Background: an optimization exercise with open tools, aiming at small area and a short achievable clock period. Do not read the settings as production practice.
RTL that was checked went through simulation tests only; none was proved equivalent to the original.
The flow treats the clock pin as an ideal source. Dropping or thinning the clock tree relies on that and would not hold on a real chip.
No activity file was given, so power comes from the tool's default toggle rates.

==> flow/design.v (excerpt) <==
module mem_link_responder #(
  parameter int DEPTH = 16
) (
  input  logic              clk_i,
  input  logic              reset_n_i,
  input  logic [LINK_W-1:0] mem_fwd_link_i,
  output logic [LINK_W-1:0] mem_fwd_link_o,
  output logic [LINK_W-1:0] mem_rev_link_o
);
  localparam int AW = (DEPTH > 1) ? $clog2(DEPTH) : 1;
  logic st_idle_q, st_rx_q, st_drain_q, st_txh_q, st_txd_q;
  logic st_idle_d, st_rx_d, st_drain_d, st_txh_d, st_txd_d;
  logic rdy_en_q;
  logic is_rd_q, is_wr_q;
  logic [3:0]    len_q;
  logic [7:0]    id_q;
  logic [3:0]    rem_q;
  logic          rz_q, r1_q;
  logic [DEPTH-1:0] pos_q, pos_d;
  logic [AW-1:0]    base_q, base_d;
  logic [3:0]       blo_oh_q, bhi_oh_q;
  logic [3:1]       bge_q;
  logic [DEPTH-1:0] hdr_pos_s;
  logic              fwd_rdy_q;
  logic              rev_v_q, rev_last_q;
  logic [DATA_W-1:0] rev_data_q;
  logic              fwd_v_s, fwd_last_s, rev_ready_s;
  logic [DATA_W-1:0] fwd_data_s, rdata_s;
  mem_link_pkg::mem_hdr_t hdr_s;
  logic              unused_s;
  logic hdr_take_s, in_rd_s, in_wr_s, in_oth_s;
  logic rx_take_s, rem_zero_s, we_s;
  logic drain_done_s, rx_done_s;
  logic rev_take_s, ld_mem_s, hold_s;
  logic ld_hdr_in_s, ld_hdr_st_s;
  assign fwd_v_s     = mem_fwd_link_i[V_BIT];
  assign fwd_last_s  = mem_fwd_link_i[LAST_BIT];
  assign rev_ready_s = mem_fwd_link_i[READY_BIT];
  assign fwd_data_s  = mem_fwd_link_i[DATA_W-1:0];
  assign hdr_s       = mem_link_pkg::mem_hdr_t'(fwd_data_s);
  ...
Size: roughly 1,300 flip-flops, roughly 210 I/O pins.
==> flow/config.mk <==
export PLATFORM = sky130hd
export DESIGN_NAME = mem_link_responder
export DESIGN_NICKNAME = mem_link_responder
export VERILOG_FILES = /design/flow/design.v
export SDC_FILE = /design/flow/constraint.sdc
export NUM_CORES = 4
export LEC_CHECK = 0
export ABC_CLOCK_PERIOD_IN_PS = 2000
export CAP_MARGIN = 20
export CORE_MARGIN = 2
export CORE_UTILIZATION = 55
export SETUP_SLACK_MARGIN = 3.3
export SLEW_MARGIN = 20
export TNS_END_PERCENT = 10
export BUFFER_PORTS_ARGS = -buffer_cell sky130_fd_sc_hd__buf_2
export CTS_ARGS = -sink_clustering_enable -repair_clock_nets -sink_clustering_size 30 -sink_clustering_max_diameter 100 -dont_use_dummy_load
export PRE_CTS_TCL = /design/flow/flow/noroot_cts.tcl
==> flow/constraint.sdc <==
create_clock -name core_clock -period 5.2 [get_ports {clk_i}]
set_input_delay 1.0400 -clock core_clock [delete_from_list [all_inputs] [get_ports {clk_i}]]
set_output_delay 1.0400 -clock core_clock [all_outputs]
set_load 0.01 [all_outputs]
standard.sh (not shown) runs the stock make flow with config.mk's settings and CLKGATE_MAP_FILE= SYNTH_SCRIPT=/design/flow/synth_recipe.tcl, a recipe that flattens the netlist after the stock synthesis.
==> flow/flow/run.sh <==
#!/bin/bash
# Own flow: the standard layout (standard.sh, standard synthesis) with
# these changes to how the layout is made:
#  - the ports are buffered with buf_2 cells (the default picks a slow delay
#    cell for them);
#  - CTS clusters up to 30 sinks per leaf buffer and inserts no dummy loads;
set -euo pipefail
cat >> config.mk <<EOC
export BUFFER_PORTS_ARGS = -buffer_cell sky130_fd_sc_hd__buf_2
export CTS_ARGS = -sink_clustering_enable -repair_clock_nets -sink_clustering_size 30 -sink_clustering_max_diameter 100 -dont_use_dummy_load
export PRE_CTS_TCL = $PWD/flow/noroot_cts.tcl
EOC
bash standard.sh > flow_make.log 2>&1
==> flow/flow/noroot_cts.tcl <==
rename clock_tree_synthesis my_tritoncts

proc my_is_clkbuf {inst} {
  return [string match "sky130_fd_sc_hd__clkbuf_*" [[$inst getMaster] getName]]
}

proc my_out_net {inst} {
  foreach it [$inst getITerms] {
    if {[$it isOutputSignal]} { return [$it getNet] }
  }
  return "NULL"
}

proc my_loads {net} {
  set loads {}
  foreach it [$net getITerms] {
    if {[$it isInputSignal]} { lappend loads $it }
  }
  return $loads
}

proc my_drop_root_buffer {} {
  set block [ord::get_db_block]
  set clk [$block findNet clk_i]
  set loads [my_loads $clk]
  if {[llength $loads] != 1} { return }
  set root [[lindex $loads 0] getInst]
  if {![my_is_clkbuf $root]} { return }
  set rnet [my_out_net $root]
  set sub [my_loads $rnet]
  if {[llength $sub] > 4} { return }
  foreach s $sub {
    if {![my_is_clkbuf [$s getInst]]} { return }
  }
  foreach s $sub {
    $s disconnect
    $s connect $clk
  }
  foreach o [$root getITerms] { $o disconnect }
  odb::dbInst_destroy $root
  odb::dbNet_destroy $rnet
  puts "my_drop_root_buffer: clk_i now drives [llength $sub] clock buffers"
}

proc clock_tree_synthesis {args} {
  my_tritoncts {*}$args
  my_drop_root_buffer
}
Next try:
- CORE_UTILIZATION: 55 -> 40
- TNS_END_PERCENT: 10 -> not set
After rerunning: Die area increases by 37%; routed wire length falls by 0.83%; sequential power hardly moves; sequential share of layout area went down by 1.7 points; design area goes up by about 3.3%; cell count is higher by 9.5%; hold slack gets worse by 0.047 ns; clock-buffer cell count is higher by 1; setup slack gains 0.096 ns; maximum frequency grows by 4.7%.
Next try:
- TNS_END_PERCENT: not set -> 10
First-iteration DRC count increases by 0.62%.
Clock-buffer cell count goes up by 1.
Global-route usage went up by 0.13 points.
Worst setup slack gets worse by 0.0047 ns.
Worst hold slack hardly moves.
Clock power climbs by about 0.8%.
Routed wire length stays flat.
Register-to-register slack got worse by 0.02 ns.
Core utilization decreases by 0.73 points.
Power stays flat.
Next try:
- TNS_END_PERCENT: 10 -> 3
Effect: The changed run passed the timing, design-rule and antenna checks. First-iteration DRC count goes up by a little under a tenth. Sequential share of layout area goes up by 0.42 points. Global-route usage is about the same.

---

Another version of the RTL of mem_link_responder (not shown whole).
For scale: about 1300 flip-flops.
clock: 5.2 ns
lec_check: 0
abc_clock_period_in_ps: 2000
cap_margin: 20
core_margin: 2
core_utilization: 40
setup_slack_margin: 3.4
slew_margin: 20
tns_end_percent: 10
buffer_ports_args: -buffer_cell sky130_fd_sc_hd__buf_2
cts_args: -sink_clustering_enable -repair_clock_nets -sink_clustering_size 30 -sink_clustering_max_diameter 100 -dont_use_dummy_load
pre_cts_tcl: /design/flow/flow/noroot_cts.tcl
Scripts as last shown in full above: flow/flow/run.sh, flow/flow/noroot_cts.tcl
The baseline produced a clean layout.
Rerun with:
SETUP_SLACK_MARGIN = 3.3   (was 3.4)
After rerunning:
- critical path depth stays the same
- total power stays flat
- design area is lower by about 1.7%
- wire length is lower by about 3%
- final cell count is lower by about 1.1%
- flip-flop and latch count does not change
- via count is lower by 1.2%
- worst setup slack is worse by 21 ps
- global-route usage stays flat
Rerun with:
PLACE_DENSITY = 0.7   (was default)
Maximum frequency stays flat.
Via count rises by 1.5%.
Die area stays the same.
Core utilization rises by 0.24 points.
Worst hold slack loses 3.5 ps.
Rerun with:
PLACE_DENSITY = 0.5   (was 0.7)
Effect:
- setup slack is better by 11 ps
- wire length grows by 6.2%
- via count shrinks by 2.9%
- global-route usage grows by 2.6 points
- final cell count barely changes
- total power grows by 0.34%

---

Another version of the RTL of mem_link_responder (not shown whole).
Size in the first run: roughly 3,700 cells after synthesis, roughly 1,300 flip-flops, ~210 I/O pins.
clock: 5.2 ns
lec_check: 0
abc_clock_period_in_ps: 2000
cap_margin: 20
core_margin: 2
core_utilization: 40
setup_slack_margin: 3.3
slew_margin: 20
tns_end_percent: 10
buffer_ports_args: -buffer_cell sky130_fd_sc_hd__buf_2
cts_args: -sink_clustering_enable -repair_clock_nets -sink_clustering_size 30 -sink_clustering_max_diameter 100 -dont_use_dummy_load
pre_cts_tcl: /design/flow/flow/noroot_cts.tcl
Scripts as last shown in full above: flow/flow/run.sh, flow/flow/noroot_cts.tcl
==> next run, changes <==
--- a/flow/config.mk
+++ b/flow/config.mk
@@ -12,5 +12,4 @@
 export SETUP_SLACK_MARGIN = 3.3
 export SLEW_MARGIN = 20
-export TNS_END_PERCENT = 10
 export BUFFER_PORTS_ARGS = -buffer_cell sky130_fd_sc_hd__buf_2
 export CTS_ARGS = -sink_clustering_enable -repair_clock_nets -sink_clustering_size 30 -sink_clustering_max_diameter 100 -dont_use_dummy_load
Outcome: The changed run produced a clean layout. First-iteration DRC count grows by 5.6%. Sequential power hardly moves. Global-route usage grows by 0.43 points. Fmax grows by 7.0%. Clock skew shrinks by 0.014 ns. Hold slack is worse by 0.013 ns. Area after synthesis does not change. Die area does not change. Cell area grows by 4.8%.
==> next run, changes <==
--- a/flow/config.mk
+++ b/flow/config.mk
@@ -12,4 +12,5 @@
 export SETUP_SLACK_MARGIN = 3.3
 export SLEW_MARGIN = 20
+export TNS_END_PERCENT = 30
 export BUFFER_PORTS_ARGS = -buffer_cell sky130_fd_sc_hd__buf_2
 export CTS_ARGS = -sink_clustering_enable -repair_clock_nets -sink_clustering_size 30 -sink_clustering_max_diameter 100 -dont_use_dummy_load
What happened: The new run produced a clean layout; setup slack hardly moves; hold slack gets better by 0.0054 ns; die area does not change; final area came out lower by 1.7%.
No run of this note included a check of the RTL's function; only the layout flow was run.

## separate check: timing with driven ports
In the flow no input, the clock included, has a driving cell. The finished layouts below were timed again as built, in two steps. Step 1: set_driving_cell puts a clkbuf_16 on clk_i and a buf_2 on each other input, an assumption about the parent block. Step 2 also shifts input and output timing later by t, the mid clock arrival at the registers, as if the neighbouring blocks saw the same clock. Slacks: ideal ports / drivers / drivers and shift; pairs: ideal ports / drivers.
run	t, ns	setup slack, ns	hold slack, ns	clock arrival spread, ns	worst data-port slew with drivers (ns)
the first run of note 1	0.583	3.034 / 3.003 / 2.696	0.349 / 0.349 / 0.349	0.051 / 0.051	0.12
the second run of note 1	0.582	3.130 / 2.989 / 2.730	0.302 / 0.302 / 0.302	0.060 / 0.060	0.11
the third run of note 1	0.579	3.125 / 2.990 / 2.703	0.303 / 0.303 / 0.303	0.093 / 0.094	0.08
the fourth run of note 1	0.587	3.146 / 3.021 / 2.646	0.322 / 0.322 / 0.322	0.049 / 0.049	0.10
the first run of note 2	0.581	3.171 / 3.035 / 2.737	0.306 / 0.306 / 0.306	0.104 / 0.105	0.17
the second run of note 2	0.587	3.150 / 3.024 / 2.727	0.313 / 0.313 / 0.313	0.061 / 0.061	0.12
the third run of note 2	0.560	3.150 / 3.021 / 2.749	0.310 / 0.310 / 0.310	0.085 / 0.085	0.14
the fourth run of note 2	0.599	3.160 / 3.010 / 2.744	0.315 / 0.315 / 0.315	0.076 / 0.077	0.07
the first run of note 3	0.577	3.009 / 2.958 / 2.500	0.324 / 0.324 / 0.324	0.052 / 0.051	0.09
the second run of note 3	0.568	3.152 / 3.047 / 2.664	0.310 / 0.310 / 0.310	0.039 / 0.039	0.21
the third run of note 3	0.575	3.151 / 3.055 / 2.629	0.316 / 0.316 / 0.316	0.036 / 0.036	0.10
After both steps every run listed still meets setup and hold. For the third run of note 3, which loses most, drivers alone change the setup slack by -0.096 ns; drivers and shift together by -0.522 ns.
